Background: an optimization exercise with open tools, aiming at small area, a short achievable clock period and few clock cycles per item. Do not read the settings as production practice.
Only simulation tests tie the RTL to the original design; equivalence was not proved.

==> inputs of v14 <==
==> flow/design.v (excerpt) <==
module newton_square_root #(
   parameter int FRACTION_BITS = 16,
   parameter int VALUE_WIDTH   = 32,
   parameter int SKIP          = 8
) (
   input  wire logic                          clock,
   input  wire logic                          reset,
   input  wire logic                          csr_write_enable,
   input  wire nsr_pkg::csr_index_type        csr_index,
   input  wire logic [nsr_pkg::CSR_WIDTH-1:0] csr_write_data,
   input  wire logic                          req_valid,
   output logic                               req_stall,
   input  wire logic [VALUE_WIDTH-1:0]        req_radicand,
   output logic                               rsp_valid,
   input  wire logic                          rsp_stall,
   output logic [VALUE_WIDTH-1:0]             rsp_root,
   output logic [nsr_pkg::CAP_WIDTH-1:0]      rsp_rounds_used,
   output logic                               rsp_cap_reached
);
   localparam int CW = nsr_pkg::CAP_WIDTH;
   localparam int TW = nsr_pkg::TOL_WIDTH;
   localparam int FW = FRACTION_BITS;
   localparam int VW = VALUE_WIDTH;
   localparam int STEPS = 2;
   localparam int DIV_BITS   = ((25 + STEPS - 1) / STEPS) * STEPS;
   localparam int POS_W      = $clog2(DIV_BITS + 1);
   localparam logic [VW-1:0] ONE_FIXED = VW'(1) << FW;
   typedef enum logic [1:0] {
      PH_IDLE = 2'd0,
      PH_DIV  = 2'd1,
      PH_UPD  = 2'd2,
      PH_DONE = 2'd3
   } phase_type;
   phase_type           phase_ff, phase_in;
   logic                pend_ff, pend_in;         
   logic [TW-1:0]       tolerance_ff, tolerance_in;
   logic [CW-1:0]       cap_ff, cap_in;
   logic [VW-1:0]       rad_ff, rad_in;
   logic [VW-1:0]       guess_ff, guess_in;
  ...
export LEC_CHECK = 0
export CAP_MARGIN = 20
export CORE_MARGIN = 2
export CORE_UTILIZATION = 40
export SETUP_SLACK_MARGIN = 4.0
export SLEW_MARGIN = 20
create_clock -name core_clock -period 7.5 [get_ports {clock}]
run.sh (not shown) runs the stock make flow with config.mk's settings and CLKGATE_MAP_FILE= SYNTH_SCRIPT=/design/flow/synth_recipe.tcl, a recipe that flattens the netlist after the stock synthesis.
==> inputs of v19, as changes to v14 <==
==> flow/design.v (replaced) <==
`timescale 1ns / 1ps
`default_nettype none
package nsr_pkg;
   localparam int TOL_WIDTH   = 16;
   localparam int CAP_WIDTH   = 7;
   localparam int CSR_WIDTH   = 16;
   localparam int INDEX_WIDTH = 1;
   typedef logic [INDEX_WIDTH-1:0] csr_index_type;
   localparam csr_index_type CSR_TOLERANCE     = 1'b0;
   localparam csr_index_type CSR_ITERATION_CAP = 1'b1;
   localparam logic [TOL_WIDTH-1:0] TOLERANCE_RESET     = 16'd7;
   localparam logic [CAP_WIDTH-1:0] ITERATION_CAP_RESET = 7'd32;
endpackage
`default_nettype wire
`timescale 1ns / 1ps
`default_nettype none
module nsr_divider #(
   parameter int VALUE_WIDTH = 32,
   parameter int STEPS       = 2
) (
   input  wire logic [VALUE_WIDTH-1:0] rem_in,
   input  wire logic [STEPS-1:0]       num_bits,    
   input  wire logic [VALUE_WIDTH-1:0] divisor,
   output logic      [VALUE_WIDTH-1:0] rem_out,
   output logic      [STEPS-1:0]       quot_bits    
);
   logic [VALUE_WIDTH-1:0] rem [STEPS+1];
   logic [VALUE_WIDTH:0]   shifted [STEPS];
   logic [VALUE_WIDTH+1:0] diff [STEPS];
   always_comb begin
      rem[0] = rem_in;
      for (int i = 0; i < STEPS; i++) begin
         shifted[i] = {rem[i], num_bits[STEPS-1-i]};
         diff[i]    = {1'b0, shifted[i]} - {2'b00, divisor};
         quot_bits[STEPS-1-i] = !diff[i][VALUE_WIDTH+1];
         rem[i+1]   = diff[i][VALUE_WIDTH+1] ? shifted[i][VALUE_WIDTH-1:0]
                                             : diff[i][VALUE_WIDTH-1:0];
      end
      rem_out = rem[STEPS];
   end
endmodule
`default_nettype wire
`timescale 1ns / 1ps
`default_nettype none
module newton_square_root #(
   parameter int FRACTION_BITS = 16,
   parameter int VALUE_WIDTH   = 32,
   parameter int STEPS         = 2
) (
   input  wire logic                          clock,
   input  wire logic                          reset,
   input  wire logic                          csr_write_enable,
   input  wire nsr_pkg::csr_index_type        csr_index,
   input  wire logic [nsr_pkg::CSR_WIDTH-1:0] csr_write_data,
   input  wire logic                          req_valid,
   output logic                               req_stall,
   input  wire logic [VALUE_WIDTH-1:0]        req_radicand,
   output logic                               rsp_valid,
   input  wire logic                          rsp_stall,
   output logic [VALUE_WIDTH-1:0]             rsp_root,
   output logic [nsr_pkg::CAP_WIDTH-1:0]      rsp_rounds_used,
   output logic                               rsp_cap_reached
);
   localparam int CW = nsr_pkg::CAP_WIDTH;
   localparam int TW = nsr_pkg::TOL_WIDTH;
   localparam int FW = FRACTION_BITS;
   localparam int VW = VALUE_WIDTH;
   localparam int DIV_CYCLES = (25 + STEPS - 1) / STEPS;
   localparam int DIV_BITS   = DIV_CYCLES * STEPS;
   localparam int CNT_W      = (DIV_CYCLES > 1) ? $clog2(DIV_CYCLES) : 1;
   localparam logic [VW-1:0] ONE_FIXED = VW'(1) << FW;
   typedef enum logic [1:0] {
      PH_IDLE = 2'd0,
      PH_DIV  = 2'd1,
      PH_UPD  = 2'd2,
      PH_DONE = 2'd3
   } phase_type;
   phase_type           phase_ff, phase_in;
   logic                pend_ff, pend_in;         
   logic [TW-1:0]       tolerance_ff, tolerance_in;
   logic [CW-1:0]       cap_ff, cap_in;
   logic [VW-1:0]       rad_ff, rad_in;
   logic [VW-1:0]       guess_ff, guess_in;
   logic [VW-1:0]       rem_ff, rem_in;
   logic [VW-1:0]       nq_ff, nq_in;             
   logic                ovf_ff, ovf_in;           
   logic [CNT_W-1:0]    cnt_ff, cnt_in;
   logic [CW-1:0]       rounds_ff, rounds_in;
   logic                over_ff, over_in;
   logic [VW-1:0]       rem_step;
   logic [STEPS-1:0]    quot_bits;
   logic [VW-1:0]       quot;
   logic [VW:0]         sum;
   logic [VW:0]         diff;
   logic [VW-1:0]       mag;
   logic                err_over;
   logic [CW-1:0]       rounds_next;
   logic [CW-1:0]       cap_eff;
   nsr_divider #(
      .VALUE_WIDTH (VW),
      .STEPS       (STEPS)
   ) u_divider (
      .rem_in    (rem_ff),
      .num_bits  (nq_ff[DIV_BITS-1 -: STEPS]),
      .divisor   (guess_ff),
      .rem_out   (rem_step),
      .quot_bits (quot_bits)
   );
   assign quot     = ovf_ff ? '1 : nq_ff;
   assign sum      = {1'b0, quot} + {1'b0, guess_ff};
   assign diff     = {1'b0, guess_ff} - {1'b0, quot};
   assign mag      = diff[VW:1] ^ {VW{diff[VW]}};
   assign err_over = diff[VW] ? (mag >= VW'(tolerance_ff)) : (mag > VW'(tolerance_ff));
   assign rounds_next = rounds_ff + 1'b1;
   assign cap_eff  = (cap_ff == '0) ? CW'(1) : cap_ff;
   assign req_stall = !((phase_ff == PH_IDLE) || (phase_ff == PH_DONE && !pend_ff));
   always_comb begin
      tolerance_in = tolerance_ff;
      cap_in       = cap_ff;
      if (csr_write_enable) begin
         if (csr_index == nsr_pkg::CSR_TOLERANCE) tolerance_in = csr_write_data;
         else                                     cap_in = csr_write_data[CW-1:0];
      end
   end
   always_comb begin
      phase_in  = phase_ff;
      pend_in   = pend_ff;
      rad_in    = rad_ff;
      guess_in  = guess_ff;
      rem_in    = rem_ff;
      nq_in     = nq_ff;
      ovf_in    = ovf_ff;
      cnt_in    = cnt_ff;
      rounds_in = rounds_ff;
      over_in   = over_ff;
      unique case (phase_ff)
         PH_IDLE: begin
            if (req_valid) begin
               rad_in    = req_radicand;
               nq_in     = req_radicand;
               ovf_in    = 1'b0;
               guess_in  = ONE_FIXED;
               rounds_in = '0;
               phase_in  = PH_UPD;
            end
         end
         PH_DIV: begin
            rem_in = rem_step;
            nq_in  = {nq_ff[VW-STEPS-1:0], quot_bits};
            ovf_in = (guess_ff == '0);
            cnt_in = cnt_ff + 1'b1;
            if (cnt_ff == CNT_W'(DIV_CYCLES - 1)) phase_in = PH_UPD;
         end
         PH_UPD: begin
            guess_in  = sum[VW:1];
            rounds_in = rounds_next;
            over_in   = err_over;
            rem_in    = VW'(rad_ff >> (DIV_BITS - FW));
            nq_in     = VW'({rad_ff[DIV_BITS-FW-1:0], {FW{1'b0}}});
            cnt_in    = '0;
            if (err_over && rounds_next < cap_eff) phase_in = PH_DIV;
            else                                   phase_in = PH_DONE;
         end
         PH_DONE: begin
            if (!pend_ff && req_valid) begin
               rad_in  = req_radicand;
               nq_in   = req_radicand;
               pend_in = 1'b1;
            end
            if (!rsp_stall) begin
               if (pend_ff || req_valid) begin
                  ovf_in    = 1'b0;
                  guess_in  = ONE_FIXED;
                  rounds_in = '0;
                  phase_in  = PH_UPD;
               end else begin
                  phase_in  = PH_IDLE;
               end
               pend_in = 1'b0;
            end
         end
         default: phase_in = PH_IDLE;
      endcase
   end
   always_ff @(posedge clock) begin
      rad_ff    <= rad_in;
      guess_ff  <= guess_in;
      rem_ff    <= rem_in;
      nq_ff     <= nq_in;
      ovf_ff    <= ovf_in;
      cnt_ff    <= cnt_in;
      rounds_ff <= rounds_in;
      over_ff   <= over_in;
      if (reset) begin
         phase_ff     <= PH_IDLE;
         pend_ff      <= 1'b0;
         tolerance_ff <= nsr_pkg::TOLERANCE_RESET;
         cap_ff       <= nsr_pkg::ITERATION_CAP_RESET;
      end else begin
         phase_ff     <= phase_in;
         pend_ff      <= pend_in;
         tolerance_ff <= tolerance_in;
         cap_ff       <= cap_in;
      end
   end
   assign rsp_valid       = (phase_ff == PH_DONE);
   assign rsp_root        = guess_ff;
   assign rsp_rounds_used = rounds_ff;
   assign rsp_cap_reached = over_ff;
endmodule
`default_nettype wire
--- a/flow/config.mk
+++ b/flow/config.mk
@@ -5,8 +5,7 @@
 export SDC_FILE = /design/flow/constraint.sdc
 export NUM_CORES = 4
 export LEC_CHECK = 0
 export CAP_MARGIN = 20
 export CORE_MARGIN = 2
 export CORE_UTILIZATION = 40
-export SETUP_SLACK_MARGIN = 4.0
 export SLEW_MARGIN = 20
==> notes.md <==
Status -> complete, no violations
Ys Warns -> 2
Fin crit period -> 3.45 ns
Place WS -> 3.20 ns
Worst reg2reg endpoint -> rem_ff[29]$_SDFF_PP0_
Placed instance count -> 3,143
Wire per inst -> 23.2 um
Die X -> 231 um
Initial antenna violation count -> 0
-- figures above: v14

==> notes.md <==
Place WS -> 0.572 ns
Fin crit period -> 6.94 ns
Worst reg2reg endpoint -> rem_ff[30]$_SDFFCE_PP0N_
Initial antenna violation count -> 5
Worst slew margin -> 0.328
Status -> complete, no violations
Ys Warns -> 5
Die X -> 197 um
Wire per inst -> 20.3 um
-- figures above: v19

Testbench counts of v14, summed over its fixed seeds: cycles 61,143, roots 512.
Testbench counts of v19, summed over its fixed seeds: cycles 67,098, roots 512.

========
==> inputs of run a <==
Another version of the RTL of newton_square_root (not shown whole).
==> flow/config.mk <==
export PLATFORM = sky130hd
export DESIGN_NAME = newton_square_root
export DESIGN_NICKNAME = newton_square_root
export VERILOG_FILES = /design/flow/design.v
export SDC_FILE = /design/flow/constraint.sdc
export NUM_CORES = 4
export LEC_CHECK = 0
export ABC_AREA = 1
export CAP_MARGIN = 20
export CORE_MARGIN = 2
export CORE_UTILIZATION = 50
export SETUP_SLACK_MARGIN = 4.0
export SLEW_MARGIN = 20
==> flow/constraint.sdc <==
create_clock -name core_clock -period 7.5 [get_ports {clock}]
set_input_delay 1.5000 -clock core_clock [delete_from_list [all_inputs] [get_ports {clock}]]
set_output_delay 1.5000 -clock core_clock [all_outputs]
set_load 0.01 [all_outputs]
==> run b (differences from run a) <==
--- a/flow/config.mk
+++ b/flow/config.mk
@@ -10,3 +10,4 @@
 export CORE_MARGIN = 2
-export CORE_UTILIZATION = 50
+export CORE_UTILIZATION = 40
+export PLACE_DENSITY = 0.75
 export SETUP_SLACK_MARGIN = 4.0
==> run c (differences from run a) <==
--- a/flow/config.mk
+++ b/flow/config.mk
@@ -10,3 +10,3 @@
 export CORE_MARGIN = 2
-export CORE_UTILIZATION = 50
+export CORE_UTILIZATION = 40
 export SETUP_SLACK_MARGIN = 4.0
==> notes.md <==
Global-route usage: run a > run c > run b.
The lowest cell count belongs to run a, the highest to run c.
In run b the clock skew is lower than in run a, by 0.0010 ns.
Sequential cell count is the same in run c and run b.
Register-to-register slack: run a > run c > run b.
The lowest count of clock-buffer cells in the layout belongs to run c, the highest to run a.
In die area, run c and run b do not differ.
Of run b and run a, run b has the higher final area (gap 0.82%, measured against run a).
==> figures <==
| metric | run a | run c | run b |
|---|---|---|---|
| Status | finished clean | finished clean | finished clean |
| Pre-CTS setup slack | 3.217 ns | 3.113 ns | 3.352 ns |
| Die Span Y | 211.8 µm | 236.3 µm | 236.3 µm |
| Buffer share of cell area | 6.897% | 8.114% | 7.197% |
| Required time at the worst-slack endpoint | 8.01 ns | 7.97 ns | 7.96 ns |
| Post-Route Hold Slack | 0.4852 ns | 0.4813 ns | 0.4867 ns |
| Post-cts sizing count | 78 | 72 | 38 |
| Met3 demand-to-capacity share in global routing | 7.862% | 4.529% | 4.997% |
| Most common cell on crit path | a21oi_1 | a21oi_1 | nand2_1 |
| Clk cell area share | 3.288% | 3.841% | 3.410% |
| Highest clock rate | 291.3 MHz | 289.5 MHz | 287.2 MHz |
| Setup Skew | 0.02420 ns | 0.02127 ns | 0.02318 ns |
| Shortest clock period the worst path allows after layout | 3.432 ns | 3.454 ns | 3.483 ns |
| Biggest fanout along the worst timing path | 5 | 8 | 6 |
| Pin count of the biggest net entering global routing | 41 | 42 | 41 |
| Routed wl met3 | 9.665 mm | 7.648 mm | 8.854 mm |
| Multi-input gate share of total cell area | 60.11% | 58.48% | 59.53% |
Testbench counts of run a, summed over its fixed seeds: cycles 57,823, roots 512.
Testbench counts of run b, summed over its fixed seeds: cycles 57,823, roots 512.
Testbench counts of run c, summed over its fixed seeds: cycles 57,823, roots 512.

static timing again, ports no longer ideal:
How much do the figures lean on ideal ports? The routed layouts below were timed once more, with nothing changed but the port constraints. Step 1, drivers: a clkbuf_16 drives clock and a buf_2 each remaining input, both assumed. Step 2 moves the port delays by t, midway between the first and last clock arrival at a register: inputs arrive t later, outputs are due t later. That takes back most of the time a late clock gives input paths. Three values: ideal, step 1, step 2; two values: the first two.
run | shift t [ns] | slack for setup (ns) | hold WS [ns]
v14 | 0.619 | 4.053 / 4.053 / 3.649 | 0.454 / 0.454 / 0.454
v19 | 0.498 | 0.564 / 0.564 / 0.564 | 0.457 / 0.457 / 0.457
run a | 0.627 | 4.068 / 4.059 / 3.518 | 0.485 / 0.485 / 0.485
run b | 0.603 | 4.017 / 4.017 / 4.011 | 0.487 / 0.487 / 0.487
run c | 0.657 | 4.046 / 3.999 / 3.849 | 0.481 / 0.481 / 0.481
After both steps setup and hold are still met in every run listed. The setup slack of run a, which loses most, moves by -0.009 ns with the drivers and by -0.550 ns with both steps.
